Source: an optimization exercise on an open RTL-to-GDS flow (aim: small area, a short achievable clock period and few clock cycles). Production flows keep margins and buffers that such runs may drop.
Only simulation tests tie the RTL to the original design; equivalence was not proved.
Power and IR drop assume default switching activity.

`flow/config.mk`:
```
export PLATFORM = sky130hd
export DESIGN_NAME = top_k_candidate_list_unit
export DESIGN_NICKNAME = top_k_candidate_list_unit
export VERILOG_FILES = /design/flow/design.v
export SDC_FILE = /design/flow/constraint.sdc
export NUM_CORES = 4
export LEC_CHECK = 0
export CAP_MARGIN = 20
export CORE_MARGIN = 2
export CORE_UTILIZATION = 40
export SETUP_SLACK_MARGIN = 3.9
export SLEW_MARGIN = 20
```
`flow/constraint.sdc`:
```
create_clock -name core_clock -period 7.0 [get_ports {aclk}]
set_input_delay 1.4000 -clock core_clock [delete_from_list [all_inputs] [get_ports {aclk}]]
set_output_delay 1.4000 -clock core_clock [all_outputs]
set_load 0.01 [all_outputs]
```
`flow/design.v`:
```
package tkcl_pkg;
    localparam int LIST_DEPTH = 8;
    localparam int IDX_W      = (LIST_DEPTH > 1) ? $clog2(LIST_DEPTH) : 1;
    localparam int CNT_W      = $clog2(LIST_DEPTH + 1);
    localparam int ID_W       = 16;
    localparam int SCORE_W    = 16;
    localparam int STATUS_W   = 3;
    localparam int RANK_W     = 3;
    localparam int COUNT_W    = 4;
    localparam int S_TDATA_W  = 32;
    localparam int S_TUSER_W  = 2;
    localparam int M_PAYLOAD_W = RANK_W + ID_W + SCORE_W + COUNT_W;
    localparam int M_TDATA_W  = 40;
    localparam int M_PAD_W    = M_TDATA_W - M_PAYLOAD_W;
    localparam int M_TUSER_W  = STATUS_W;
    localparam logic ACT_CLEAR = 1'b0;
    localparam logic ACT_OFFER = 1'b1;
    typedef enum logic [STATUS_W-1:0] {
        STAT_CLEARED    = 3'd0,
        STAT_INSERTED   = 3'd1,
        STAT_NO_CHANCE  = 3'd2,
        STAT_DUPLICATE  = 3'd3,
        STAT_FULL_WORSE = 3'd4
    } status_t;
    typedef enum logic [1:0] {
        S_IDLE,
        S_DECIDE,
        S_LIST
    } ctrl_state_t;
    typedef struct packed {
        logic req_load;
        logic cnt_clear;
        logic insert;
        logic out_load_status;
        logic out_load_entry;
        logic idx_clr;
        logic idx_inc;
    } dp_cmd_t;
    typedef struct packed {
        status_t verdict;
        logic    idx_last;
    } dp_stat_t;
endpackage
import tkcl_pkg::*;
module tkcl_ctrl
(
    input  logic                  aclk,
    input  logic                  aresetn,
    input  logic                  s_tvalid,
    output logic                  s_tready,
    output logic                  m_tvalid,
    input  logic                  m_tready,
    output logic [M_TUSER_W-1:0]  m_tuser,
    output logic                  m_tlast,
    output logic                  push,          
    output logic                  pop,           
    output logic [RANK_W-1:0]     idx,
    output logic [LIST_DEPTH-1:0] sel_id,
    output logic [LIST_DEPTH-1:0] sel_score,
    input  tkcl_pkg::status_t     verdict,       
    input  logic [LIST_DEPTH-1:0] first_sel,     
    input  logic [LIST_DEPTH-1:0] next_sel,      
    input  logic [CNT_W-1:0]      held_count
);
    logic                  req_valid;
    logic                  valid_reg;
    logic                  last_reg;
    tkcl_pkg::status_t     status_reg;
    logic [RANK_W-1:0]     idx_reg;
    logic [LIST_DEPTH-1:0] sel_reg;         
    logic [LIST_DEPTH-1:0] sel_score_reg;   
    logic                  free_reg;        
    logic [LIST_DEPTH-1:0] sel_next;
    logic advance;     
    logic head_free;   
    assign advance   = !valid_reg || m_tready;
    assign head_free = advance && (!valid_reg || last_reg);
    assign pop       = req_valid && head_free;
    assign s_tready  = free_reg || (m_tready && last_reg);
    assign push      = s_tvalid && s_tready;
    always_ff @(posedge aclk) begin
        if (!aresetn) begin
            req_valid <= 1'b0;
        end else if (push) begin
            req_valid <= 1'b1;
        end else if (pop) begin
            req_valid <= 1'b0;
        end
    end
    always_ff @(posedge aclk) begin
        if (!aresetn) begin
            valid_reg <= 1'b0;
        end else if (advance) begin
            valid_reg <= (valid_reg && !last_reg) || req_valid;
        end
    end
    always_ff @(posedge aclk) begin
        if (!aresetn) begin
            free_reg <= 1'b1;
        end else begin
            free_reg <= !(push || (req_valid && !pop)) ||
                        !(advance ? ((valid_reg && !last_reg) || req_valid) : valid_reg);
        end
    end
    always_ff @(posedge aclk) begin
        if (advance) begin
            if (valid_reg && !last_reg) begin
                idx_reg  <= idx_reg + RANK_W'(1);
                last_reg <= (CNT_W'(idx_reg) + CNT_W'(2)) == held_count;
            end else begin
                idx_reg <= '0;
                if (verdict == STAT_INSERTED) begin
                    status_reg <= STAT_INSERTED;
                    last_reg   <= (held_count == '0);
                end else begin
                    status_reg <= verdict;
                    last_reg   <= 1'b1;
                end
            end
        end
    end
    always_comb begin
        if (valid_reg && !last_reg) begin
            sel_next = next_sel;
        end else if (verdict == STAT_INSERTED) begin
            sel_next = first_sel;
        end else begin
            sel_next = '0;
        end
    end
    always_ff @(posedge aclk) begin
        sel_reg       <= advance ? sel_next : sel_score_reg;
        sel_score_reg <= advance ? sel_next : sel_reg;
    end
    assign m_tvalid = valid_reg;
    assign m_tuser  = status_reg;
    assign m_tlast  = last_reg;
    assign idx      = idx_reg;
    assign sel_id    = sel_reg;
    assign sel_score = sel_score_reg;
endmodule
import tkcl_pkg::*;
module tkcl_datapath
(
    input  logic                  aclk,
    input  logic                  aresetn,
    input  logic [S_TDATA_W-1:0]  s_tdata,     
    input  logic [S_TUSER_W-1:0]  s_tuser,     
    input  logic                  push,
    input  logic                  pop,
    input  logic [RANK_W-1:0]     idx,
    input  logic [LIST_DEPTH-1:0] sel_id,      
    input  logic [LIST_DEPTH-1:0] sel_score,   
    output tkcl_pkg::status_t     verdict,
    output logic [LIST_DEPTH-1:0] first_sel,
    output logic [LIST_DEPTH-1:0] next_sel,
    output logic [CNT_W-1:0]      held_count,
    output logic [ID_W-1:0]       rd_id,
    output logic [SCORE_W-1:0]    rd_score
);
    function automatic logic le16(input logic [15:0] a, input logic [15:0] b);
        logic [15:0] gt, eq;
        logic [7:0]  gt2, eq2;
        logic [3:0]  gt4, eq4;
        logic [1:0]  gt8, eq8;
        gt = a & ~b;
        eq = ~(a ^ b);
        for (int i = 0; i < 8; i++) begin
            gt2[i] = gt[2*i+1] | (eq[2*i+1] & gt[2*i]);
            eq2[i] = eq[2*i+1] & eq[2*i];
        end
        for (int i = 0; i < 4; i++) begin
            gt4[i] = gt2[2*i+1] | (eq2[2*i+1] & gt2[2*i]);
            eq4[i] = eq2[2*i+1] & eq2[2*i];
        end
        for (int i = 0; i < 2; i++) begin
            gt8[i] = gt4[2*i+1] | (eq4[2*i+1] & gt4[2*i]);
            eq8[i] = eq4[2*i+1] & eq4[2*i];
        end
        le16 = ~(gt8[1] | (eq8[1] & gt8[0]));
    endfunction
    logic [ID_W-1:0]       req_id;
    logic [SCORE_W-1:0]    req_score;
    logic                  req_action;
    logic                  req_no_chance;
    logic [LIST_DEPTH-1:0] flag_le;     
    logic [LIST_DEPTH-1:0] flag_eq;     
    logic [ID_W-1:0]       in_id;
    logic [SCORE_W-1:0]    in_score;
    assign in_id    = s_tdata[ID_W-1:0];
    assign in_score = s_tdata[ID_W +: SCORE_W];
    logic [ID_W-1:0]    slot_id    [LIST_DEPTH];
    logic [SCORE_W-1:0] slot_score [LIST_DEPTH];
    logic [IDX_W-1:0]   slot_rank  [LIST_DEPTH];
    logic [CNT_W-1:0]   count_reg;
    logic [LIST_DEPTH-1:0] held;
    logic [LIST_DEPTH-1:0] id_match;
    logic [LIST_DEPTH-1:0] score_le;
    logic [LIST_DEPTH-1:0] target;
    logic [LIST_DEPTH-1:0] rank_first;
    logic [LIST_DEPTH-1:0] rank_le;     
    logic [IDX_W-1:0]      ins_rank;
    logic [IDX_W-1:0]      idx_inc;
    logic                  new_first;
    logic                  full;
    logic                  insert;
    logic                  clear;
    assign full    = count_reg[CNT_W-1];
    assign idx_inc = idx + IDX_W'(1);
    always_comb begin
        for (int k = 0; k < LIST_DEPTH; k++) begin
            held[k]       = (CNT_W'(k) < count_reg);
            id_match[k]   = flag_eq[k];
            score_le[k]   = flag_le[k];
            target[k]     = full ? (slot_rank[k] == IDX_W'(LIST_DEPTH - 1))
                                 : (count_reg == CNT_W'(k));
            rank_first[k] = held[k] && (slot_rank[k] == '0);
            next_sel[k]   = held[k] && (slot_rank[k] == idx_inc);
        end
    end
    always_comb begin
        for (int r = 0; r < LIST_DEPTH; r++) begin
            rank_le[r] = 1'b0;
            for (int k = 0; k < LIST_DEPTH; k++) begin
                rank_le[r] = rank_le[r] | (score_le[k] && (slot_rank[k] == IDX_W'(r)));
            end
        end
    end
    assign ins_rank[2] = rank_le[3];
    assign ins_rank[1] = (rank_le[1] & ~rank_le[3]) | rank_le[5];
    assign ins_rank[0] = (rank_le[0] & ~rank_le[1]) | (rank_le[2] & ~rank_le[3]) |
                         (rank_le[4] & ~rank_le[5]) | (rank_le[6] & ~rank_le[7]);
    assign new_first = !rank_le[0];
    assign first_sel = new_first ? target : rank_first;
    always_comb begin
        if (req_action == ACT_CLEAR) begin
            verdict = STAT_CLEARED;
        end else if (req_no_chance) begin
            verdict = STAT_NO_CHANCE;
        end else if (|id_match) begin
            verdict = STAT_DUPLICATE;
        end else if (full && (&score_le)) begin
            verdict = STAT_FULL_WORSE;
        end else begin
            verdict = STAT_INSERTED;
        end
    end
    assign clear  = pop && (req_action == ACT_CLEAR);
    assign insert = pop && (verdict == STAT_INSERTED);
    always_ff @(posedge aclk) begin
        if (push) begin
            req_id        <= in_id;
            req_score     <= in_score;
            req_action    <= s_tuser[0];
            req_no_chance <= s_tuser[1];
            for (int k = 0; k < LIST_DEPTH; k++) begin
                if (insert && target[k]) begin
                    flag_le[k] <= !clear && le16(req_score, in_score);
                    flag_eq[k] <= !clear && (req_id == in_id);
                end else begin
                    flag_le[k] <= !clear && held[k] && le16(slot_score[k], in_score);
                    flag_eq[k] <= !clear && held[k] && (slot_id[k] == in_id);
                end
            end
        end
    end
    for (genvar k = 0; k < LIST_DEPTH; k++) begin : g_slot
        always_ff @(posedge aclk) begin
            if (insert && target[k]) begin
                slot_id[k]    <= req_id;
                slot_score[k] <= req_score;
            end
        end
        always_ff @(posedge aclk) begin
            if (insert) begin
                if (target[k]) begin
                    slot_rank[k] <= ins_rank;
                end else if (!score_le[k]) begin
                    slot_rank[k] <= {slot_rank[k][2] ^ (slot_rank[k][1] & slot_rank[k][0]),
                                     slot_rank[k][1] ^ slot_rank[k][0],
                                     !slot_rank[k][0]};
                end
            end
        end
    end
    always_ff @(posedge aclk) begin
        if (!aresetn || clear) begin
            count_reg <= '0;
        end else if (insert && !full) begin
            count_reg <= count_reg + CNT_W'(1);
        end
    end
    assign held_count = count_reg;
    always_comb begin
        rd_id    = '0;
        rd_score = '0;
        for (int k = 0; k < LIST_DEPTH; k++) begin
            rd_id    = rd_id    | ({ID_W{sel_id[k]}}       & slot_id[k]);
            rd_score = rd_score | ({SCORE_W{sel_score[k]}} & slot_score[k]);
        end
    end
endmodule
import tkcl_pkg::*;
module top_k_candidate_list_unit
(
    input  logic                 aclk,
    input  logic                 aresetn,
    input  logic                 s_tvalid,
    output logic                 s_tready,
    input  logic [S_TDATA_W-1:0] s_tdata,    
    input  logic [S_TUSER_W-1:0] s_tuser,    
    output logic                 m_tvalid,
    input  logic                 m_tready,
    output logic [M_TDATA_W-1:0] m_tdata,    
    output logic [M_TUSER_W-1:0] m_tuser,    
    output logic                 m_tlast
);
    logic                  push;
    logic                  pop;
    logic [RANK_W-1:0]     idx;
    logic [LIST_DEPTH-1:0] sel_id;
    logic [LIST_DEPTH-1:0] sel_score;
    tkcl_pkg::status_t     verdict;
    logic [LIST_DEPTH-1:0] first_sel;
    logic [LIST_DEPTH-1:0] next_sel;
    logic [CNT_W-1:0]      held_count;
    logic [ID_W-1:0]       rd_id;
    logic [SCORE_W-1:0]    rd_score;
    tkcl_ctrl u_ctrl (
        .aclk       (aclk),
        .aresetn    (aresetn),
        .s_tvalid   (s_tvalid),
        .s_tready   (s_tready),
        .m_tvalid   (m_tvalid),
        .m_tready   (m_tready),
        .m_tuser    (m_tuser),
        .m_tlast    (m_tlast),
        .push       (push),
        .pop        (pop),
        .idx        (idx),
        .sel_id     (sel_id),
        .sel_score  (sel_score),
        .verdict    (verdict),
        .first_sel  (first_sel),
        .next_sel   (next_sel),
        .held_count (held_count)
    );
    tkcl_datapath u_datapath (
        .aclk       (aclk),
        .aresetn    (aresetn),
        .s_tdata    (s_tdata),
        .s_tuser    (s_tuser),
        .push       (push),
        .pop        (pop),
        .idx        (idx),
        .sel_id     (sel_id),
        .sel_score  (sel_score),
        .verdict    (verdict),
        .first_sel  (first_sel),
        .next_sel   (next_sel),
        .held_count (held_count),
        .rd_id      (rd_id),
        .rd_score   (rd_score)
    );
    assign m_tdata = {{M_PAD_W{1'b0}}, COUNT_W'(held_count), rd_score, rd_id, idx};
endmodule
```
`flow/run.sh`:
```
#!/bin/bash
# synth_recipe.tcl (not shown) runs the flow's synth.tcl, then flattens the netlist and writes it again
# the make line also repeats each setting of config.mk as NAME=value (left out here)
make -C /OpenROAD-flow-scripts/flow DESIGN_CONFIG=/design/flow/config.mk WORK_HOME=/design/flow/orfs CLKGATE_MAP_FILE= SYNTH_SCRIPT=/design/flow/synth_recipe.tcl finish
```
==> flow_summary.toml, run 1 <==
[status]
status = "complete, no violations"

[floorplanning]
ioPinCount = 84
rows = 81
core_um2 = 48850
die_w_um = 226.1
dieHeight_um = 226.1
initial_utilization_pct = 40.39
die-area_um2 = 51120

[routing]
dr.pass1.iters = 6
drt_iter0_drc = 1613
wl_per_cell_um = 27.78
remaining_drc_errors = 0
num_vias = 14700
via_per_inst = 6.059
ant_nets = 0
finalWirelength_mm = 67.39

[yosys]
synthesis.nets = 1792
synth_compound_area_share_pct = 12.92
yosysTopAreaCell = "edfxtp_1"
synth_mux_area_share_pct = 0.9131
ys_async_sr_fraction_pct = 0
ys_seq_area_share_pct = 53.62
yosys_register_bits = 360
yosys.area_share.simple_pct = 9.663
syn-instance-count = 1566
synthTopCellsByArea = "edfxtp_1 51%, ha_1 12%, xnor2_1 6.2%, a22oi_1 5.2%, nand4_1 3.2%"
synth_top_family_by_area = "compound AO/OA/AOI/OAI gates"
synthTopCellsByCount = "337 x edfxtp_1, 188 x ha_1, 140 x xnor2_1, 137 x a22oi_1, 100 x nand4_1"
synth-xor-area-share_pct = 7.805
synth-edff-count = 337
yosys_warnings = 5
yosysTopAreaCellShare_pct = 51.28
synthAdderAreaFrac_pct = 11.97
synthDistinctLibCells = 73
synth-main-ff-cell = "edfxtp_1"
synth_area_um2 = 19730
syn_area_per_cell_um2 = 12.60
yosysMostFrequentCell = "edfxtp_1"

[clock_network]
cts_made_buffers = 42
clockBufferDepth = 3
worstSkewPairLatency_ns = 0.61
clkSinkCount = 360
clockRootBuffer = "clkbuf_16"
clkTransAtPathRegs_ns = 0.06
cts_tree = "built"
htree_num_levels = 2

[sta]
tightest_slew_ns = 1.061
max-slew-margin-rel_pct = 29.25
min_period_ns = 3.207
fin_ws_ns = 3.793
fin_setup_tns_ns = 0
slew_violations = 0
fmax_mhz = 311.8
rsz0062_at_grt = "yes"
finalCritPeriodShare_pct = 45.82
hold_viol = 0
setup_violations = 0
fin_worst_skew_ns = 0.05075

[layout]
diodes = 0
layoutNonFillerInstCount = 2426
nFillCells = 4314
nets = 1954
multi_input_area_um2 = 9230
drive_above_1_share_pct = 22.47
top_regs = "u_datapath.slot_id x128, u_datapath.slot_score x128, u_datapath.slot_rank x24"
final_util_pct = 49.63
regArea_um2 = 10650
area_growth_pct = 22.87

[setup_path]
worst-setup-path-type = "flop to output port"
setup.worst_path.end_class = "output port"
crit_required_ns = 5.60
cp_max_fo = 8
worstPathArrival_ns = 1.81
cp_top_family = "buffers and inverters"
cpMaxStageDelayCell = "dfxtp_4"
crit_path_cell_trace = "buf_12 -> a22oi_2 -> nand4_1 -> buf_2"
cp-start-kind = "flop"
slowest_delay_ns = 0.36
path_buf_inv = 2

[job]
cap_viol_max_count = 0

[worst_hold_path]
hold_path_class = "flop to flop"

[place]
place_inst = 2243
dp_slack_ns = 2.555
gp_congestion = 0.9298
hpwl_mm = 43.64
portBuffers = 82

[grt]
grt_usage_pct = 26.18
grt_pass1_vias = 14630
grt.overflow.total = 0
grt_max_degree = 53
antenna_found_initial = 1
grt_pass1_wl_mm = 97.22

[power]
cellLeakagePower_uw = 0.008682
p_per_area_nw_per_um2 = 207.0
peakVddDrop_mv = 0.1421
-- cell usage in the layout, fill, tap and decap left out, drive strengths merged, types with 6 or more instances in the layout --
cell type	instances
nand3	21
nor3	16
and3	8
nand2b	6
clkinv	25
dlygate4sd2	9
a31oi	11
mux2i	9
xnor2	140
nand4	100
clkbuf	50
a41oi	6
dlymetal6s2s	17
clkinvlp	22
nand4b	11
nor4	25
clkdlybuf4s50	20
a22oi	137
o211ai	14
nand2	36
and4	6
buf	140
o21ai	28
a2111oi	8
nor2	62
edfxtp	337
ha	188
o31ai	7
dfxtp	23
nand3b	10
a32oi	7
mux2	8
a21oi	82
a32o	6
inv	52
a21o	17
xor2	35
nor2b	6
-- final timing paths --
| check | end | cells after the start | start | slack, ns |
|---|---|---|---|---|
| setup reg to reg | u_datapath.slot_rank[6][1] | 7 | u_datapath.slot_rank[2][0] | 3.94 |
| hold / removal | u_ctrl.sel_reg[6] | 2 | u_ctrl.sel_score_reg[6] | 0.59 |
| hold reg to reg | u_ctrl.sel_reg[6] | 2 | u_ctrl.sel_score_reg[6] | 0.59 |
| setup / recovery | m_tdata[30] | 4 | u_ctrl.sel_score_reg[1] | 3.79 |
-- cell type report --
class / count / share of cell area (%)
repair buffers: 191 / 7.555
flip-flops and latches: 360 / 43.91
multi-input cells: 1062 / 38.07
clock buffers: 48 / 4.510
inverters: 67 / 1.295
clock inverters: 30 / 1.110
well taps: 664 / 3.427
repair inverters: 4 / 0.1239
-- logic make-up after synthesis --
family                   count (synthesis)
AO/OA/AOI/OAI                          360
XOR/XNOR                               175
adder cells (fa/ha/maj)                189
buffers and inverters                  144
flip-flops                             360
multiplexers                            17
other                                    1
AND/OR/NAND/NOR                        320
-- routing by layer --
layer,track usage [%],routed length [µm],share of wire [%],vias to the layer above
met3,4.020,5559,8.2,148
li1,-,-,-,6450
met4,10.53,2462,3.7,0
met5,0,0,0,-
met2,42.11,31330,46,761
met1,35.47,28040,42,7339
-- worst min-delay path: cells and delay by family (launching register included) --
| family | cells | cell delay [ns] |
|---|---|---|
| DFF | 1 | 0.39 |
| and+or+nand+nor | 1 | 0.11 |
| AOI/OAI and AO/OA | 1 | 0.05 |
-- metrics by stage --
| stage | power (µW) | area (µm²) | hold WS (ns) |
|---|---|---|---|
| detailed placement | 2855 | 21170 | 0.6040 |
| CTS | 5014 | 23430 | 0.5935 |
| global placement | 2851 | 21170 | 0.5983 |
| global route | 5166 | 24250 | 0.6205 |
| floorplan | 2670 | 19810 | 0.5493 |
| finish | 5020 | 24250 | 0.5924 |
-- repair_timing --
action,in CTS,in global routing
endpoints found under the hold margin,0,0
hold buffers,0,0
pin swaps,26,45
cloned,4,0
setup buffers,62,38
endpoints found under the setup margin,183,79
resized for setup,235,121
-- where the power goes --
| group | internal, µW | total (µW) | switching [µW] |
|---|---|---|---|
| registers | 2370 | 2420 | 51.7 |
| logic | 183 | 440 | 257 |
| clock network | 1210 | 2160 | 943 |
| total | 3770 | 5020 | 1250 |
Testbench counts, summed over its fixed seeds: cycles 13,741.
==> run 2: changes to the inputs <==
--- a/flow/config.mk
+++ b/flow/config.mk
@@ -8,5 +8,7 @@
 export CAP_MARGIN = 20
 export CORE_MARGIN = 2
 export CORE_UTILIZATION = 40
+export CTS_CLUSTER_DIAMETER = 100
+export CTS_CLUSTER_SIZE = 18
 export SETUP_SLACK_MARGIN = 3.9
 export SLEW_MARGIN = 20
==> run 2 against run 1 <==
Synthesized area is the same; non-clock buffer count down 1; core utilization down 1.5 points; sequential share of layout area rose by 1.4 points; maximum frequency down 1.2%; clock-buffer cell count is 7 lower; wire length fell by 1.0%; final cell count decreased by 1.5%; final area decreased by 3.0%; via count is 1.3% lower; setup slack got worse by 0.038 ns; sequential cell count stayed put; largest power group unchanged.
==> flow_summary.toml, run 2 <==
[job]
cap_viol_max_count = 0

[power]
intPower_uw = 3225
p_per_area_nw_per_um2 = 182.1
power_uw = 4282
power_frac_comb_pct = 10.2
pwr-share-clk_pct = 33.2
cellLeakagePower_uw = 0.008313
p_sw_share_pct = 24.68
switchingPower_uw = 1057
p_seq_share_pct = 56.6
peakVddDrop_mv = 0.1825

[sta]
fin_ws_ns = 3.754
fin_setup_tns_ns = 0
setup_violations = 0
hold_slack_ns = 0.6107
fmax_mhz = 308.1
fin_worst_skew_ns = 0.03689
min_period_ns = 3.246
slew_violations = 0
finalCritPeriodShare_pct = 46.36
tightest_slew_ns = 1.085
rsz0062_at_grt = "yes"
hold_viol = 0
max-slew-margin-rel_pct = 27.64

[yosys]
syn_area_per_cell_um2 = 12.60
yosysTopAreaCellShare_pct = 51.28
synth_mux_area_share_pct = 0.9131
yosys_warnings = 5
synthTopCellsByArea = "edfxtp_1 51%, ha_1 12%, xnor2_1 6.2%, a22oi_1 5.2%, nand4_1 3.2%"
synthDistinctLibCells = 73
ys_async_sr_fraction_pct = 0
synth_area_um2 = 19730
yosys_register_bits = 360
yosysMostFrequentCell = "edfxtp_1"
yosys.area_share.simple_pct = 9.663
synth_top_family_by_area = "compound AO/OA/AOI/OAI gates"
synth_compound_area_share_pct = 12.92
synth-main-ff-cell = "edfxtp_1"
synthAdderAreaFrac_pct = 11.97
synth-edff-count = 337
syn-instance-count = 1566
yosysTopAreaCell = "edfxtp_1"
synth-xor-area-share_pct = 7.805
synthesis.nets = 1792
synthTopCellsByCount = "337 x edfxtp_1, 188 x ha_1, 140 x xnor2_1, 137 x a22oi_1, 100 x nand4_1"
ys_seq_area_share_pct = 53.62

[setup_path]
slowest_delay_ns = 0.39
crit_path_cell_trace = "buf_12 -> a22oi_2 -> nand4_1 -> buf_2"
path_buf_inv = 2
worstPathArrival_ns = 1.85
cpMaxStageDelayCell = "dfxtp_4"
setup.worst_path.end_class = "output port"
worst-setup-path-type = "flop to output port"
crit_required_ns = 5.60
cp_max_fo = 4
cp_top_family = "buffers and inverters"
cp-start-kind = "flop"

[layout]
drive_above_1_share_pct = 20.22
top_regs = "u_datapath.slot_id x128, u_datapath.slot_score x128, u_datapath.slot_rank x24"
layout_common_cells = "337 x edfxtp_1, 183 x ha_1, 135 x xnor2_1, 100 x nand4_1, 85 x a22oi_1"
multi_input_area_um2 = 9156
nets = 1935
diodes = 0
final_common_cell = "edfxtp_1"
final_area_um2 = 23520
nFillCells = 4382
area_growth_pct = 19.18
regArea_um2 = 10650

[clock_network]
clkTransAtPathRegs_ns = 0.09
clockRootBuffer = "clkbuf_16"
cts_made_buffers = 24
cts_tree = "built"
worstSkewPairLatency_ns = 0.57
clkSinkCount = 360
clockBufferDepth = 3
ctsHoldBuffers = 0
htree_num_levels = 1

[grt]
antenna_found_initial = 2
grt_usage_pct = 25.88
grt.overflow.total = 0
grt_max_degree = 53
grt_pass1_vias = 14430
grt_pass1_wl_mm = 96.14

[place]
gp_congestion = 0.9298
placed_area_um2 = 21170
portBuffers = 82
hpwl_mm = 43.64
dp_slack_ns = 2.555

[floorplanning]
rows = 81
initial_utilization_pct = 40.39
die_w_um = 226.1
core_um2 = 48850
dieHeight_um = 226.1
die-area_um2 = 51120
ioPinCount = 84

[worst_hold_path]
hold_path_class = "flop to flop"

[routing]
drt_iter0_drc = 1707
finalWirelength_mm = 66.70
via_per_inst = 6.068
dr.pass1.iters = 5
ant_nets = 0
num_vias = 14500
wl_per_cell_um = 27.91
remaining_drc_errors = 0

[status]
status = "complete, no violations"
## run 2: cell counts after synthesis
Identical to the previous run, type by type.
## run 2: metal layers
metal	part of all wire, %	global-route usage, %	wire length, µm	vias to the layer above
li1	-	-	-	6390
met2	46	41.87	30840	717
met1	42	34.79	27940	7264
met4	3.5	9.041	2360	0
met5	0	0	0	-
met3	8.3	4.892	5559	131
## run 2: what timing repair did
action,4_1_cts,5_1_grt
pin swaps,29,40
setup endpoints to repair,185,64
setup buffers,71,28
gates resized for setup,251,96
endpoints found under the hold margin,0,0
gates cloned,4,0
## run 2: metrics by stage
| stage | std cells | utilization [%] |
|---|---|---|
| 2_1_floorplan | 1566 | - |
| 3_3_place_gp | 2243 | 43.34 |
| 3_5_place_dp | 2243 | 43.35 |
| 4_1_cts | 2361 | 46.76 |
| 5_1_grt | 2390 | 48.14 |
| 6_report | 2390 | 48.14 |
## run 2: power groups by stage
stage	clock [µW]	sequential, µW	combinational, µW
finish	1420	2420	436
global route	1510	2430	467
CTS	1440	2420	404
detailed placement	0	2490	366
global placement	0	2490	363
floorplan	0	2440	228
## run 2: cell families after synthesis
logic type | Yosys count
mux | 17
compound gates | 360
fa+ha+maj | 189
simple gates | 320
flops | 360
other cells | 1
xor+xnor | 175
buf+inv | 144
## run 2: cell type report
cell class,instances,area share (%)
clock buffer,41,2.916
multi-input combinational,1062,38.93
timing repair inverter,4,0.1277
sequential,360,45.27
inverter,67,1.309
tap,664,3.533
timing repair buffer,190,7.821
clock inverter,2,0.09044
## run 2: worst paths after layout
path,from,end,slack [ns],cells past startpoint
worst max-delay path,u_ctrl.sel_score_reg[1],m_tdata[30],3.75,4
worst min-delay path,u_ctrl.req_valid,u_ctrl.req_valid,0.61,2
worst max register to register,u_datapath.count_reg[0],u_datapath.slot_score[0][5],4.07,7
worst min register to register,u_ctrl.req_valid,u_ctrl.req_valid,0.61,2
## run 2: worst min-delay path, delay by kind of cell, from the launching register on
family | cells | cell delay, ns
simple gates | 1 | 0.05
compound gates | 1 | 0.14
flops | 1 | 0.38
==> run 3: changes to the inputs <==
--- a/flow/config.mk
+++ b/flow/config.mk
@@ -8,7 +8,7 @@
 export CAP_MARGIN = 20
 export CORE_MARGIN = 2
 export CORE_UTILIZATION = 40
-export CTS_CLUSTER_DIAMETER = 100
-export CTS_CLUSTER_SIZE = 18
-export SETUP_SLACK_MARGIN = 3.9
+export CTS_CLUSTER_DIAMETER = 120
+export CTS_CLUSTER_SIZE = 24
+export SETUP_SLACK_MARGIN = 3.7
 export SLEW_MARGIN = 20
==> run 3 against run 2 <==
Clock skew is 0.014 ns lower; sequential power hardly changed; synthesized cell count stayed put; hold slack worse by 0.029 ns; global-route usage is 0.79 points lower; final cell count is 2.6% lower; clock-buffer cell count is 11 lower; core utilization is 2.4 points lower; die area stayed put; maximum frequency is 3.2% lower; total power is 5.0% lower; first-iteration DRC count is 6.2% lower; critical endpoint is now u_datapath.flag_le[3]; largest power group unchanged.
==> flow_summary.toml, run 3 <==
[setup_path]
worst-setup-path-type = "input port to flop"
cp_max_fo = 5
worstPathArrival_ns = 3.73
r2r-start = "u_datapath.slot_rank[2][0]"
r2r_cells = 7
timing.rr.end = "u_datapath.slot_rank[4][1]"
crit_required_ns = 7.38
ff2ff_setup_slack_ns = 3.84
setup.worst_path.end_class = "flop"
cp-start-kind = "input port"

[layout]
final_common_cell = "edfxtp_1"
nets = 1877
layout_common_cells = "337 x edfxtp_1, 186 x ha_1, 140 x xnor2_1, 134 x a22oi_1, 100 x nand4_1"
area_growth_pct = 13.25
top_regs = "u_datapath.slot_id x128, u_datapath.slot_score x128, u_datapath.slot_rank x24"
diodes = 0
drive_above_1_share_pct = 10.82
final_util_pct = 45.75

[power]
p_sw_share_pct = 24.86
p_seq_share_pct = 59.5
pwr-share-clk_pct = 30.6
p_per_area_nw_per_um2 = 182.0
power_uw = 4068
switchingPower_uw = 1011
power_frac_comb_pct = 9.9
intPower_uw = 3057
cellLeakagePower_uw = 0.007881
peakVddDrop_mv = 0.1483

[worst_hold_path]
hold_path_class = "flop to flop"
min-delay-start = "u_ctrl.sel_score_reg[2]"
min_to = "u_ctrl.sel_reg[2]"
holdPathStages = 2

[clock_network]
clkTransAtPathRegs_ns = 0.10
cts_tree = "built"
clockBufferDepth = 3
worstSkewPairLatency_ns = 0.55
clkSinkCount = 360
ctsHoldBuffers = 0
clockRootBuffer = "clkbuf_16"
cts_made_buffers = 19
htree_num_levels = 1

[floorplanning]
dieHeight_um = 226.1
ioPinCount = 84
rows = 81
die_w_um = 226.1
die-area_um2 = 51120
core_um2 = 48850
initial_utilization_pct = 40.39

[sta]
rsz0062_at_grt = "yes"
min_period_ns = 3.351
hold_slack_ns = 0.5817
max-slew-margin-rel_pct = 30.20
fin_worst_skew_ns = 0.02287
hold_viol = 0
fin_setup_tns_ns = 0
setup_violations = 0
finalCritPeriodShare_pct = 47.87
tightest_slew_ns = 1.047
slew_violations = 0
fmax_mhz = 298.4
fin_ws_ns = 3.649

[routing]
drt_iter0_drc = 1601
remaining_drc_errors = 0
route.met2.wl_mm = 30.31
wl_met1_mm = 27.19
finalWirelength_mm = 64.64
via_per_inst = 6.126
wl_per_cell_um = 27.77
dr.pass1.iters = 7
met3WireLength_mm = 5.283
num_vias = 14260
top_layer = "met4"
ant_nets = 0

[grt]
grt.overflow.total = 0
grt_usage_pct = 25.09
grt_max_degree = 53
grt_pass1_wl_mm = 93.85
antenna_found_initial = 1
grt_pass1_vias = 14040

[status]
status = "complete, no violations"

[place]
portBuffers = 82
hpwl_mm = 43.94
dp_slack_ns = 2.713
gp_congestion = 0.9326

[yosys]
yosys_register_bits = 360
syn-instance-count = 1566
synth-main-ff-cell = "edfxtp_1"
synthDistinctLibCells = 73
synthTopCellsByCount = "337 x edfxtp_1, 188 x ha_1, 140 x xnor2_1, 137 x a22oi_1, 100 x nand4_1"
yosysTopAreaCell = "edfxtp_1"
synth-edff-count = 337
ys_seq_area_share_pct = 53.62
synth_area_um2 = 19730
yosysMostFrequentCell = "edfxtp_1"
yosys_warnings = 5
syn_area_per_cell_um2 = 12.60
ys_async_sr_fraction_pct = 0
synthesis.nets = 1792
yosysTopAreaCellShare_pct = 51.28
synthTopCellsByArea = "edfxtp_1 51%, ha_1 12%, xnor2_1 6.2%, a22oi_1 5.2%, nand4_1 3.2%"

[job]
cap_viol_max_count = 0
-- run 3: cell type report --
cell class | count | area, µm²
timing repair buffer | 141 | 1339
tap | 664 | 830.8
multi-input combinational | 1062 | 8713
fill | 4479 | 26500
sequential | 360 | 10640
inverter | 67 | 267.8
clock inverter | 4 | 37.54
clock buffer | 30 | 516.7
-- run 3: worst max-delay path by stage --
stage                                              end  slack [ns]  cells past startpoint                    start
final                            u_datapath.flag_le[3]        3.65                     10              s_tdata[21]
after global routing             u_datapath.flag_le[3]        3.64                     10              s_tdata[21]
after CTS                                  m_tdata[29]        3.52                      3  u_ctrl.sel_score_reg[4]
after detailed placement  u_datapath.slot_score[1][15]        2.71                      6                 m_tready
after global placement    u_datapath.slot_score[1][15]        2.76                      6                 m_tready
after floorplan                  u_datapath.flag_le[5]        3.61                      5                 m_tready
-- run 3: logic make-up after synthesis --
group,Yosys count,synth area share [%]
AO/OA/AOI/OAI,360,12.92
flip-flops,360,53.62
AND/OR/NAND/NOR,320,9.663
adder cells (fa/ha/maj),189,11.97
XOR/XNOR,175,7.806
buffers and inverters,144,3.088
multiplexers,17,0.9131
other,1,0.01900
-- run 3: critical path: stages --
cell	delay, ns
clkdlybuf4s50_1	0.53
clkinvlp_4	0.19
buf_4	0.19
buf_6	0.13
ha_1	0.32
a21oi_1	0.15
o211ai_1	0.15
o21ai_0	0.39
nand4_1	0.18
o31ai_2	0.09
-- run 3: power groups by stage --
stage | logic [µW] | clock network (µW) | registers, µW
after floorplan | 226 | 0 | 2440
after global placement | 360 | 0 | 2490
after detailed placement | 363 | 0 | 2490
after CTS | 388 | 1260 | 2420
after global routing | 431 | 1340 | 2420
final | 401 | 1250 | 2420
-- run 3: repair_timing --
item / 4_1_cts / 5_1_grt
setup endpoints to repair: 185 / 53
buffers inserted: 34 / 11
pin swaps: 2 / 7
resized for setup: 97 / 46
-- run 3: metrics by stage --
step | instance area [µm²] | std cells
detailed placement | 21160 | 2249
floorplan | 19760 | 1566
CTS | 22150 | 2317
finish | 22350 | 2328
global route | 22350 | 2328
global placement | 21160 | 2248
-- run 3: routing by layer --
| metal | global-route usage, % | vias up |
|---|---|---|
| li1 | - | 6271 |
| met1 | 33.99 | 7211 |
| met2 | 41.19 | 685 |
| met3 | 4.294 | 94 |
| met4 | 7.534 | 0 |
| met5 | 0 | - |
==> run 4: changes to the inputs <==
==> flow/flow/run.sh (new file) <==
#!/bin/bash
# The standard layout, with plain buffers (buf_1) on the ports in place of the
# delay buffers buffer_ports picks by default; timing repair resizes them where
# needed. Each tool's output goes to a log of its own under orfs/logs, and
# the make output to standard.log.
set -euo pipefail
export BUFFER_PORTS_ARGS="-buffer_cell sky130_fd_sc_hd__buf_1"
bash standard.sh > standard.log 2>&1
==> flow/standard.sh (new file) <==
#!/bin/bash
# synth_recipe.tcl (not shown) runs the flow's synth.tcl, then flattens the netlist and writes it again
# the make line also repeats each setting of config.mk as NAME=value (left out here)
make -C /OpenROAD-flow-scripts/flow DESIGN_CONFIG=/design/flow/config.mk WORK_HOME=/design/flow/orfs CLKGATE_MAP_FILE= SYNTH_SCRIPT=/design/flow/synth_recipe.tcl "${@:-finish}"
--- a/flow/config.mk
+++ b/flow/config.mk
@@ -8,7 +8,7 @@
 export CAP_MARGIN = 20
 export CORE_MARGIN = 2
 export CORE_UTILIZATION = 40
-export CTS_CLUSTER_DIAMETER = 120
-export CTS_CLUSTER_SIZE = 24
+export CTS_CLUSTER_DIAMETER = 100
+export CTS_CLUSTER_SIZE = 18
 export SETUP_SLACK_MARGIN = 3.7
 export SLEW_MARGIN = 20
removed: flow/run.sh
==> run 4 against run 3 <==
First-iteration DRC count up 1.5%; critical path type unchanged; total power up 1.8%; sequential cell count unchanged; synthesized area unchanged; die area unchanged; largest cell class unchanged; still clean on timing, DRC and antenna; core utilization down 1.9 points; via count down 1.6%; clock skew up 0.017 ns; critical path depth down 3; non-clock buffer count down 41; final area down 4.2%; global-route usage down 0.65 points.
==> flow_summary.toml, run 4 <==
[status]
status = "complete, no violations"

[sta]
slew_violations = 0
min_period_ns = 3.291
finalCritPeriodShare_pct = 47.02
fin_worst_skew_ns = 0.04032
hold_viol = 0
max-slew-margin-rel_pct = 22.82
tightest_slew_ns = 1.158
setup_violations = 0
fin_setup_tns_ns = 0
rsz0062_at_grt = "no"
fmax_mhz = 303.8

[yosys]
synth_compound_area_share_pct = 12.92
synth_mux_area_share_pct = 0.9131
yosysMostFrequentCell = "edfxtp_1"
synthTopCellsByCount = "337 x edfxtp_1, 188 x ha_1, 140 x xnor2_1, 137 x a22oi_1, 100 x nand4_1"
synthDistinctLibCells = 73
yosys.area_share.simple_pct = 9.663
synthAdderAreaFrac_pct = 11.97
synth-edff-count = 337
synth-main-ff-cell = "edfxtp_1"
yosysTopAreaCellShare_pct = 51.28
syn-instance-count = 1566
yosysTopAreaCell = "edfxtp_1"
ys_seq_area_share_pct = 53.62
yosys_warnings = 5
synth_top_family_by_area = "compound AO/OA/AOI/OAI gates"
ys_async_sr_fraction_pct = 0
syn_area_per_cell_um2 = 12.60
synth-xor-area-share_pct = 7.805
synth_area_um2 = 19730
synthTopCellsByArea = "edfxtp_1 51%, ha_1 12%, xnor2_1 6.2%, a22oi_1 5.2%, nand4_1 3.2%"
synthesis.nets = 1792
yosys_register_bits = 360

[layout]
regArea_um2 = 10630
drive_above_1_share_pct = 6.315
top_regs = "u_datapath.slot_id x128, u_datapath.slot_score x128, u_datapath.slot_rank x24"
area_growth_pct = 8.452
final_util_pct = 43.81
diodes = 0
final_area_um2 = 21400
nets = 1840
nFillCells = 4625
layout_common_cells = "337 x edfxtp_1, 188 x ha_1, 140 x xnor2_1, 137 x a22oi_1, 100 x nand4_1"
final_common_cell = "edfxtp_1"
multi_input_area_um2 = 8574

[grt]
grt_pass1_wl_mm = 91.46
grt_max_degree = 53
grt_usage_pct = 24.43
grt_pass1_vias = 13840
grt.overflow.total = 0
antenna_found_initial = 1

[power]
cellLeakagePower_uw = 0.007347
power_frac_comb_pct = 7.8
peakVddDrop_mv = 0.1770
intPower_uw = 3115
switchingPower_uw = 1027
p_seq_share_pct = 59.0
p_per_area_nw_per_um2 = 193.5
p_sw_share_pct = 24.79
pwr-share-clk_pct = 33.3

[floorplanning]
die_w_um = 226.1
initial_utilization_pct = 40.39
rows = 81
die-area_um2 = 51120
core_um2 = 48850
dieHeight_um = 226.1
ioPinCount = 84

[setup_path]
r2r-start = "u_datapath.slot_rank[2][0]"
cp-start-kind = "input port"
timing.rr.end = "u_datapath.slot_rank[4][1]"
cp-startpoint = "s_tdata[26]"
cp_max_fo = 9
worst-setup-path-type = "input port to flop"
setup.worst_path.end = "u_datapath.flag_le[5]"
crit_required_ns = 7.39
worstPathArrival_ns = 3.69
r2r_cells = 7
ff2ff_setup_slack_ns = 3.90
setup.worst_path.end_class = "flop"

[routing]
drt_iter0_drc = 1625
remaining_drc_errors = 0
dr.pass1.iters = 5
wl_per_cell_um = 27.39
num_vias = 14030
ant_nets = 0
finalWirelength_mm = 62.86
via_per_inst = 6.113

[worst_hold_path]
hold_path_class = "flop to flop"

[clock_network]
clkTransAtPathRegs_ns = 0.10
clockRootBuffer = "clkbuf_16"
clockBufferDepth = 3
htree_num_levels = 1
worstSkewPairLatency_ns = 0.59
cts_made_buffers = 23
clkSinkCount = 360
cts_tree = "built"

[place]
portBuffers = 82
gp_congestion = 0.9135
hpwl_mm = 43.72
placed_area_um2 = 20630

[job]
cap_viol_max_count = 0
run 4: cell counts after synthesis:
No cell type changed its count.
run 4: worst min path at each step:
stage / depth (start not counted) / slack [ns] / end / start
3_3_place_gp: 0 / 0.61 / u_datapath.slot_score[2][0] / u_datapath.req_score[0]
3_5_place_dp: 1 / 0.64 / u_ctrl.valid_reg / u_ctrl.req_valid
5_1_grt: 1 / 0.67 / u_ctrl.valid_reg / u_ctrl.req_valid
2_1_floorplan: 0 / 0.55 / u_datapath.slot_score[0][0] / u_datapath.req_score[0]
6_report: 0 / 0.64 / u_datapath.slot_score[3][7] / u_datapath.req_score[7]
4_1_cts: 2 / 0.65 / u_ctrl.req_valid / u_ctrl.req_valid
run 4: critical path: stages:
cell,delay [ns]
buf_1,0.26
inv_1,0.28
ha_1,0.37
and3_1,0.19
a221o_1,0.38
a221o_1,0.46
o41ai_1,0.34
run 4: repair_timing:
| action | CTS | global route |
|---|---|---|
| pin swaps | 2 | 2 |
| hold buffers | 0 | 0 |
| gates resized for setup | 22 | 9 |
| setup buffers | 0 | 6 |
| setup endpoints to repair | 58 | 70 |
run 4: area by class of cell:
| class | count | area share [%] |
|---|---|---|
| Tap cell | 664 | 3.882 |
| Clock buffer | 41 | 3.005 |
| Inverter | 67 | 1.193 |
| Sequential cell | 360 | 49.69 |
| Multi-Input combinational cell | 1062 | 40.07 |
| Timing Repair Buffer | 100 | 2.070 |
| Clock inverter | 1 | 0.09355 |
run 4: stage by stage:
| stage | total power, µW | hold slack, ns | setup WS [ns] | std cells |
|---|---|---|---|---|
| after floorplan | 2668 | 0.5493 | 3.612 | 1566 |
| after CTS | 4154 | 0.6508 | 3.702 | 2289 |
| after global placement | 2806 | 0.6149 | 3.227 | 2246 |
| final | 4142 | 0.6419 | 3.709 | 2295 |
| after global routing | 4264 | 0.6665 | 3.702 | 2295 |
| after detailed placement | 2810 | 0.6372 | 3.208 | 2247 |
run 4: power groups by stage:
stage / clock network, µW / logic (µW) / registers, µW
6_report: 1380 / 322 / 2440
5_1_grt: 1470 / 352 / 2450
4_1_cts: 1390 / 320 / 2440
3_5_place_dp: 0 / 319 / 2490
3_3_place_gp: 0 / 315 / 2490
2_1_floorplan: 0 / 226 / 2440
run 4: cell families (layout without fill, tap and decap cells):
group	count (synthesis)	count (layout)
compound gates	360	360
flops	360	360
simple gates	320	320
fa+ha+maj	189	189
xor+xnor	175	175
buf+inv	144	209
mux	17	17
other cells	1	1
run 4: per-layer routing:
| metal | up-vias | global-route usage [%] | wire, µm |
|---|---|---|---|
| met5 | - | 0 | 0 |
| li1 | 6204 | - | - |
| met1 | 7057 | 34.50 | 27590 |
| met4 | 0 | 7.958 | 2052 |
| met2 | 647 | 38.99 | 28640 |
| met3 | 122 | 3.123 | 4579 |
==> run 5: changes to the inputs <==
--- a/flow/config.mk
+++ b/flow/config.mk
@@ -10,5 +10,5 @@
 export CORE_UTILIZATION = 40
 export CTS_CLUSTER_DIAMETER = 100
 export CTS_CLUSTER_SIZE = 18
-export SETUP_SLACK_MARGIN = 3.7
+export SETUP_SLACK_MARGIN = 3.9
 export SLEW_MARGIN = 20
==> run 5 against run 4 <==
Still clean; first-iteration DRC count up 7.4%; wire length up 7.8%; final area rose by 6.4%; synthesized area unchanged; combinational power up 26%; sequential share of layout area fell by 3.0 points; clock skew down 0.0039 ns; final cell count up 3.8%; maximum frequency up 2.1%; total power up 1.6%.
==> flow_summary.toml, run 5 <==
[status]
status = "complete, no violations"

[yosys]
yosysMostFrequentCell = "edfxtp_1"
ys_seq_area_share_pct = 53.62
synthTopCellsByCount = "337 x edfxtp_1, 188 x ha_1, 140 x xnor2_1, 137 x a22oi_1, 100 x nand4_1"
yosys_warnings = 5
synth-main-ff-cell = "edfxtp_1"
syn-instance-count = 1566
synthDistinctLibCells = 73
yosys_register_bits = 360
ys_async_sr_fraction_pct = 0
yosysTopAreaCell = "edfxtp_1"
synthTopCellsByArea = "edfxtp_1 51%, ha_1 12%, xnor2_1 6.2%, a22oi_1 5.2%, nand4_1 3.2%"
synth-edff-count = 337
syn_area_per_cell_um2 = 12.60
yosysTopAreaCellShare_pct = 51.28
synth_area_um2 = 19730
synthesis.nets = 1792

[power]
pwr-share-clk_pct = 32.8
cellLeakagePower_uw = 0.007939
p_seq_share_pct = 57.5
peakVddDrop_mv = 0.2069
intPower_uw = 3156
p_per_area_nw_per_um2 = 184.9
switchingPower_uw = 1053
power_frac_comb_pct = 9.6
p_sw_share_pct = 25.02

[setup_path]
worstPathArrival_ns = 1.82
cp_max_fo = 8
cp-start-kind = "flop"
crit_required_ns = 5.60
r2r_cells = 7
worst-setup-path-type = "flop to output port"
setup.worst_path.end_class = "output port"

[sta]
max-slew-margin-rel_pct = 31.03
min_period_ns = 3.222
hold_viol = 0
fin_setup_tns_ns = 0
slew_violations = 0
fin_worst_skew_ns = 0.03642
fmax_mhz = 310.3
fin_ws_ns = 3.778
tightest_slew_ns = 1.008
finalCritPeriodShare_pct = 46.03
rsz0062_at_grt = "yes"
setup_violations = 0

[grt]
grt_max_degree = 53
grt_pass1_vias = 13990
antenna_found_initial = 0
grt_pass1_wl_mm = 94.71
grt_usage_pct = 25.40
grt.overflow.total = 0

[layout]
area_growth_pct = 15.39
final_common_cell = "edfxtp_1"
drive_above_1_share_pct = 16.58
final_util_pct = 46.61
diodes = 0
top_regs = "u_datapath.slot_id x128, u_datapath.slot_score x128, u_datapath.slot_rank x24"
layout_common_cells = "337 x edfxtp_1, 186 x ha_1, 140 x xnor2_1, 100 x nand4_1, 81 x a21oi_1"
nets = 1928

[routing]
remaining_drc_errors = 0
dr.pass1.iters = 5
via_per_inst = 6.157
ant_nets = 0
finalWirelength_mm = 67.75
num_vias = 14670
drt_iter0_drc = 1746
wl_per_cell_um = 28.43

[clock_network]
clockRootBuffer = "clkbuf_16"
ctsHoldBuffers = 0
clockBufferDepth = 3
clkSinkCount = 360
htree_num_levels = 1
clkTransAtPathRegs_ns = 0.09
worstSkewPairLatency_ns = 0.59
cts_made_buffers = 23
cts_tree = "built"

[worst_hold_path]
holdPathStages = 2
hold_path_class = "flop to flop"

[floorplanning]
initial_utilization_pct = 40.39
die_w_um = 226.1
core_um2 = 48850
dieHeight_um = 226.1
die-area_um2 = 51120
rows = 81
ioPinCount = 84

[place]
portBuffers = 82
dp_slack_ns = 2.994
gp_congestion = 0.9375
hpwl_mm = 43.65

[job]
cap_viol_max_count = 0
==> run 5: path summary, 6_finish.rpt <==
check / start / end / slack (ns)
min reg2reg: u_ctrl.req_valid / u_ctrl.req_valid / 0.61
max: u_ctrl.sel_score_reg[1] / m_tdata[28] / 3.78
min: u_ctrl.req_valid / u_ctrl.req_valid / 0.61
max reg2reg: u_datapath.count_reg[0] / u_datapath.flag_le[6] / 4.08
==> run 5: layer usage <==
metal	vias to the layer above	wire length, µm	track usage (%)
met5	-	0	0
met4	0	2520	7.916
met3	139	5919	3.435
met2	787	30590	40.51
met1	7361	28720	35.91
li1	6384	-	-
==> run 5: critical path, cell delays in order (launching register included) <==
cell and delay, ns:
dfxtp_4 0.43, buf_12 0.19, a22oi_2 0.16, nand4_1 0.22, buf_2 0.22
==> run 5: final cells by class <==
class | count | area, µm²
Fill cell | 4426 | 26080
Clock buffer | 41 | 643.1
Clock inverter | 1 | 20.02
Tap cell | 664 | 830.8
Inverter | 67 | 277.8
Timing Repair Buffer | 183 | 1418
Timing Repair inverter | 5 | 35.03
Multi-Input combinational cell | 1062 | 8905
Sequential cell | 360 | 10640
==> run 5: stage by stage <==
step / hold slack, ns / cell area [µm²] / std cells / total power (µW)
global placement: 0.5910 / 20650 / 2243 / 2805
detailed placement: 0.5997 / 20670 / 2244 / 2811
CTS: 0.5937 / 22000 / 2326 / 4180
floorplan: 0.5493 / 19810 / 1566 / 2670
finish: 0.6094 / 22770 / 2383 / 4209
global route: 0.6262 / 22770 / 2383 / 4328
==> run 5: kinds of logic (layout without fill, tap and decap cells) <==
group / count (synthesis) / count (layout) / synth area share [%]
mux: 17 / 17 / 0.9131
other cells: 1 / 1 / 0.01900
xor+xnor: 175 / 175 / 7.806
fa+ha+maj: 189 / 189 / 11.97
flops: 360 / 360 / 53.62
simple gates: 320 / 320 / 9.663
buf+inv: 144 / 297 / 3.088
compound gates: 360 / 360 / 12.92
==> run 5: timing repair <==
item                                    4_1_cts  5_1_grt
buffers inserted                             36       56
gates cloned                                  4        1
endpoints found under the setup margin      163      104
pin swaps                                    15       31
gates resized for setup                      79       70
==> run 5: power groups by stage <==
stage	Clock [µW]	Combinational [µW]	Sequential [µW]
2_1_floorplan	0	228	2440
3_3_place_gp	0	317	2490
3_5_place_dp	0	321	2490
4_1_cts	1390	357	2430
5_1_grt	1470	433	2430
6_report	1380	405	2420
==> run 6: changes to the inputs <==
--- a/flow/config.mk
+++ b/flow/config.mk
@@ -10,5 +10,5 @@
 export CORE_UTILIZATION = 40
 export CTS_CLUSTER_DIAMETER = 100
 export CTS_CLUSTER_SIZE = 18
-export SETUP_SLACK_MARGIN = 3.9
+export SETUP_SLACK_MARGIN = 3.8
 export SLEW_MARGIN = 20
==> run 6 against run 5 <==
Sequential cell count is the same; critical path type is now input port to output port; die area unchanged; sequential share of layout area is 2.8 points higher; clock-buffer cell count is 1 higher; synthesized cell count unchanged; setup slack gained 0.0025 ns; critical path depth fell by 1; register-to-register slack got worse by 0.25 ns; sequential power barely moved; via count down 5.4%; final cell count fell by 3.8%; maximum frequency barely moved; critical endpoint is now s_tready.
==> flow_summary.toml, run 6 <==
[layout]
final_area_um2 = 21470
layout_common_cells = "337 x edfxtp_1, 188 x ha_1, 140 x xnor2_1, 135 x a22oi_1, 100 x nand4_1"
final_common_cell = "edfxtp_1"
top_regs = "u_datapath.slot_id x128, u_datapath.slot_score x128, u_datapath.slot_rank x24"
final_util_pct = 43.95
nets = 1836
area_growth_pct = 8.795
diodes = 0
drive_above_1_share_pct = 6.695

[yosys]
synth-edff-count = 337
yosysTopAreaCell = "edfxtp_1"
yosysMostFrequentCell = "edfxtp_1"
yosys_warnings = 5
synthTopCellsByArea = "edfxtp_1 51%, ha_1 12%, xnor2_1 6.2%, a22oi_1 5.2%, nand4_1 3.2%"
yosys_register_bits = 360
synth-main-ff-cell = "edfxtp_1"
ys_async_sr_fraction_pct = 0
syn_area_per_cell_um2 = 12.60
syn-instance-count = 1566
synthTopCellsByCount = "337 x edfxtp_1, 188 x ha_1, 140 x xnor2_1, 137 x a22oi_1, 100 x nand4_1"
yosysTopAreaCellShare_pct = 51.28
ys_seq_area_share_pct = 53.62
synthesis.nets = 1792
synth_area_um2 = 19730
synthDistinctLibCells = 73

[sta]
fin_worst_skew_ns = 0.01973
fin_ws_ns = 3.780
finalCritPeriodShare_pct = 46.00
rsz0062_at_grt = "yes"
tightest_slew_ns = 1.181
hold_slack_ns = 0.6323
hold_viol = 0
slew_violations = 0
fmax_mhz = 310.6
fin_setup_tns_ns = 0
max-slew-margin-rel_pct = 21.29
min_period_ns = 3.220
setup_violations = 0

[routing]
wl_per_cell_um = 27.54
drt_iter0_drc = 1650
dr.pass1.iters = 6
ant_nets = 0
num_vias = 13890
remaining_drc_errors = 0
finalWirelength_mm = 63.11
via_per_inst = 6.058

[status]
status = "complete, no violations"

[setup_path]
timing.rr.end = "u_datapath.slot_rank[4][1]"
cp-start-kind = "input port"
worstPathArrival_ns = 1.82
crit_required_ns = 5.60
ff2ff_setup_slack_ns = 3.83
setup.worst_path.end_class = "output port"
cp_max_fo = 3
r2r_cells = 7
worst-setup-path-type = "input port to output port"
r2r-start = "u_datapath.slot_rank[2][0]"

[clock_network]
cts_tree = "built"
cts_setup_buffers = 0
htree_num_levels = 1
clkSinkCount = 360
cts_made_buffers = 24
clockRootBuffer = "clkbuf_16"
clkTransAtPathRegs_ns = 0.08
worstSkewPairLatency_ns = 0.58
ctsHoldBuffers = 0
clockBufferDepth = 3

[job]
cap_viol_max_count = 0

[place]
portBuffers = 82
hpwl_mm = 43.52
dp_slack_ns = 3.232
gp_congestion = 0.9123
placed_area_um2 = 20640

[grt]
grt_max_degree = 53
grt_pass1_wl_mm = 91.47
grt_usage_pct = 24.52
grt.overflow.total = 0
grt_pass1_vias = 13710
antenna_found_initial = 0

[worst_hold_path]
min-delay-start = "u_ctrl.sel_reg[0]"
hold_path_class = "flop to flop"
holdPathStages = 2
min_to = "u_ctrl.sel_score_reg[0]"

[floorplanning]
rows = 81
dieHeight_um = 226.1
core_um2 = 48850
initial_utilization_pct = 40.39
die_w_um = 226.1
ioPinCount = 84
die-area_um2 = 51120

[power]
peakVddDrop_mv = 0.1650
p_per_area_nw_per_um2 = 196.2
cellLeakagePower_uw = 0.007369
run 6: cell counts after synthesis:
Identical to the previous run, type by type.
run 6: report_power, final:
group | switching, µW | internal (µW) | total (µW)
clock | 755 | 695 | 1450
sequential | 71.8 | 2370 | 2440
combinational | 206 | 117 | 323
total | 1030 | 3180 | 4210
run 6: worst max path at each step:
stage          cells after the start               endpoint  slack [ns]         from
4_1_cts                            3               s_tready        3.76     m_tready
6_report                           3               s_tready        3.78     m_tready
5_1_grt                            3               s_tready        3.75     m_tready
3_5_place_dp                       7  u_datapath.flag_le[5]        3.23  s_tdata[26]
3_3_place_gp                       7  u_datapath.flag_le[5]        3.25  s_tdata[26]
2_1_floorplan                      5  u_datapath.flag_le[5]        3.61     m_tready
run 6: metal layers:
metal / vias to the layer above / global-route usage [%] / part of all wire (%)
met2: 620 / 38.65 / 46
met5: - / 0 / 0
met4: 0 / 8.404 / 3.3
met3: 102 / 3.799 / 7.6
met1: 6959 / 34.45 / 43
li1: 6205 / - / -
run 6: cells by family after synthesis:
| group | Yosys count | synth area share, % |
|---|---|---|
| AND/OR/NAND/NOR | 320 | 9.663 |
| adder cells (fa/ha/maj) | 189 | 11.97 |
| XOR/XNOR | 175 | 7.806 |
| flip-flops | 360 | 53.62 |
| buffers and inverters | 144 | 3.088 |
| AO/OA/AOI/OAI | 360 | 12.92 |
| other | 1 | 0.01900 |
| multiplexers | 17 | 0.9131 |
run 6: cell type report:
class / count / area (µm²)
timing repair buffer: 95 / 420.4
inverter: 67 / 257.7
clock inverter: 2 / 17.52
multi-input combinational: 1062 / 8591
tap: 664 / 830.8
sequential: 360 / 10640
fill: 4572 / 27380
clock buffer: 42 / 710.7
run 6: critical path: stages:
cell and delay, ns:
buf_8 0.10, a21o_1 0.17, buf_2 0.14
run 6: stage by stage:
| stage | power (µW) | instances |
|---|---|---|
| finish | 4213 | 2292 |
| global route | 4330 | 2292 |
| CTS | 4227 | 2292 |
| detailed placement | 2809 | 2248 |
| global placement | 2805 | 2247 |
| floorplan | 2668 | 1566 |
run 6: what timing repair did:
action / CTS / global route
gates resized for setup: 32 / 12
cloned: 0 / 0
pin swaps: 0 / 1
endpoints found under the hold margin: 0 / 0
endpoints found under the setup margin: 33 / 109
==> run 7: changes to the inputs <==
--- a/flow/config.mk
+++ b/flow/config.mk
@@ -7,7 +7,7 @@
 export LEC_CHECK = 0
 export CAP_MARGIN = 20
 export CORE_MARGIN = 2
-export CORE_UTILIZATION = 40
+export CORE_UTILIZATION = 55
 export CTS_CLUSTER_DIAMETER = 100
 export CTS_CLUSTER_SIZE = 18
 export SETUP_SLACK_MARGIN = 3.8
==> run 7 against run 6 <==
Still clean; setup slack improved by 0.015 ns; hold slack worse by 0.011 ns; total power shrank 3.0%; global-route usage is 7.5 points higher; first-iteration DRC count decreased by 4.2%; maximum frequency is 0.48% higher; combinational power about the same; highest routed layer unchanged.
==> flow_summary.toml, run 7 <==
[setup_path]
worstPathArrival_ns = 1.80
setup.worst_path.end_class = "output port"
cp-start-kind = "flop"
crit_path_cell_trace = "buf_4 -> a22oi_1 -> nand4_1 -> buf_1"
crit_required_ns = 5.60
cp_top_family = "buffers and inverters"
cpMaxStageDelayCell = "a22oi_1"
slowest_delay_ns = 0.32
cp_max_fo = 17
path_buf_inv = 2
worst-setup-path-type = "flop to output port"

[layout]
top_regs = "u_datapath.slot_id x128, u_datapath.slot_score x128, u_datapath.slot_rank x24"
layout_common_cells = "337 x edfxtp_1, 188 x ha_1, 140 x xnor2_1, 137 x a22oi_1, 100 x nand4_1"
drive_above_1_share_pct = 6.042
area_growth_pct = 6.892
layoutNonFillerInstCount = 2084
final_common_cell = "edfxtp_1"
nets = 1832

[power]
cellLeakagePower_uw = 0.007315
p_per_area_nw_per_um2 = 193.8
peakVddDrop_mv = 0.2756

[clock_network]
cts_tree = "built"
clkSinkCount = 360
htree_num_levels = 1
clockRootBuffer = "clkbuf_16"
clockBufferDepth = 3
clkTransAtPathRegs_ns = 0.08
worstSkewPairLatency_ns = 0.54
ctsHoldBuffers = 0
cts_made_buffers = 23

[floorplanning]
die_w_um = 193.4
dieHeight_um = 193.4
initial_utilization_pct = 55.61
ioPinCount = 84
core_um2 = 35480
die-area_um2 = 37410
rows = 69

[routing]
dr.pass1.iters = 5
via_per_inst = 6.700
drt_iter0_drc = 1581
num_vias = 13960
remaining_drc_errors = 0
wl_per_cell_um = 29.21
ant_nets = 0
finalWirelength_mm = 60.87

[grt]
grt_usage_pct = 32.06
grt_max_degree = 53
grt_util_met1_pct = 45.64
grt_use_met2_pct = 51.27
grt-busiest-layer = "met2"
grt_pass1_wl_mm = 90.69
antenna_found_initial = 1
grt_pass1_vias = 13880
grt.overflow.total = 0
grt_util_met3_pct = 4.306

[status]
status = "complete, no violations"

[yosys]
ys_async_sr_fraction_pct = 0
yosys_warnings = 5
synthesis.nets = 1792
synthDistinctLibCells = 73
yosys_register_bits = 360
yosysTopAreaCellShare_pct = 51.28
syn-instance-count = 1566
synthTopCellsByArea = "edfxtp_1 51%, ha_1 12%, xnor2_1 6.2%, a22oi_1 5.2%, nand4_1 3.2%"
synthTopCellsByCount = "337 x edfxtp_1, 188 x ha_1, 140 x xnor2_1, 137 x a22oi_1, 100 x nand4_1"
yosysTopAreaCell = "edfxtp_1"
yosysMostFrequentCell = "edfxtp_1"
synth_area_um2 = 19730
synth-edff-count = 337
ys_seq_area_share_pct = 53.62
syn_area_per_cell_um2 = 12.60
synth-main-ff-cell = "edfxtp_1"

[place]
place_inst = 2040
hpwl_mm = 42.74
gp_congestion = 0.9574
portBuffers = 82

[sta]
fmax_mhz = 312.1
slew_violations = 0
setup_violations = 0
max-slew-margin-rel_pct = 21.65
tightest_slew_ns = 1.175
fin_worst_skew_ns = 0.01439
hold_viol = 0
fin_setup_tns_ns = 0
finalCritPeriodShare_pct = 45.78
rsz0062_at_grt = "yes"
min_period_ns = 3.205

[worst_hold_path]
hold_path_class = "flop to flop"

[job]
cap_viol_max_count = 0
run 7: what timing repair did:
action,4_1_cts,5_1_grt
endpoints found under the hold margin,0,0
setup buffers,2,0
setup endpoints to repair,33,146
gates resized for setup,22,21
pin swaps,1,1
run 7: layer usage:
| layer | vias to the layer above | wire [µm] |
|---|---|---|
| met5 | - | 0 |
| met4 | 0 | 2039 |
| met3 | 112 | 4499 |
| met2 | 654 | 28120 |
| met1 | 7007 | 26210 |
| li1 | 6189 | - |
run 7: cells by family (layout without fill, tap and decap cells):
logic type	after synthesis	count (layout)	synth area share (%)
compound gates	360	360	12.92
xor+xnor	175	175	7.806
fa+ha+maj	189	189	11.97
buf+inv	144	200	3.088
flops	360	360	53.62
mux	17	17	0.9131
other cells	1	2	0.01900
simple gates	320	320	9.663
run 7: final cells by class:
class	count	area, µm²
fillers	2906	14390
flip-flops and latches	360	10640
multi-input cells	1062	8581
clock buffers	41	643.1
well taps	461	576.8
repair buffers	92	391.6
inverters	67	261.5
diodes	1	2.502
run 7: stage by stage:
stage	total power [µW]	worst slack, ns	hold slack (ns)	util [%]	cell area [µm²]
global route	4220	3.780	0.6460	59.44	21090
global placement	2799	3.341	0.5932	57.35	20350
CTS	4110	3.792	0.6239	59.33	21050
detailed placement	2802	3.262	0.6100	57.37	20360
finish	4088	3.795	0.6210	59.45	21090
floorplan	2668	3.612	0.5493	-	19760
run 7: worst paths after layout:
check	start	end	slack (ns)	cells after the start
setup reg to reg	u_datapath.slot_rank[0][0]	u_datapath.slot_rank[6][1]	3.87	7
hold / removal	u_ctrl.req_valid	u_ctrl.valid_reg	0.62	1
setup / recovery	u_ctrl.sel_reg[7]	m_tdata[8]	3.80	4
hold reg to reg	u_ctrl.req_valid	u_ctrl.valid_reg	0.62	1
run 7: worst reg2reg max path: stages, from the launching register on:
cell and delay [ns]:
edfxtp_1 0.46, ha_1 0.27, ha_1 0.21, a22oi_1 0.23
and4_1 0.34, inv_1 0.27, o21ai_1 0.90, mux2_2 0.32
run 7: where the power goes:
part	switching [µW]	leakage (µW)	internal, µW
Sequential	68.6	0.00329	2370
Combinational	203	0.00372	117
Clock	708	0.000305	622

-- separate check: timing with driven ports --
How much do the figures lean on ideal ports? The routed layouts below were timed once more, with nothing changed but the port constraints. Step 1: set_driving_cell puts a clkbuf_16 on aclk and a buf_2 on each other input, an assumption about the parent block. Step 2, shift: input delay + t, output delay - t, t = (earliest + latest rising clock arrival at the registers) / 2. This alone moves slack from input paths to output paths. a / b / c = ideal ports / drivers / drivers and shift; a / b = the first two.
run | t, ns | setup slack, ns | latest minus earliest clock arrival (ns) | worst data-port slew with drivers (ns) | cell pins on the clock port's net
run 1 | 0.641 | 3.793 / 3.734 / 3.240 | 0.052 / 0.052 | 0.05 | 1
run 2 | 0.617 | 3.754 / 3.693 / 3.339 | 0.037 / 0.037 | 0.05 | 1
run 3 | 0.601 | 3.649 / 3.685 / 3.084 | 0.025 / 0.025 | 0.06 | 1
run 4 | 0.623 | 3.709 / 3.704 / 3.110 | 0.040 / 0.041 | 0.06 | 1
run 5 | 0.634 | 3.778 / 3.719 / 3.327 | 0.037 / 0.036 | 0.10 | 1
run 6 | 0.621 | 3.780 / 3.715 / 3.259 | 0.021 / 0.021 | 0.09 | 1
run 7 | 0.593 | 3.795 / 3.741 / 3.255 | 0.018 / 0.018 | 0.06 | 1
After both steps setup and hold are still met in every run listed. The setup slack of run 4, which loses most, moves by -0.005 ns with the drivers and by -0.599 ns with both steps.
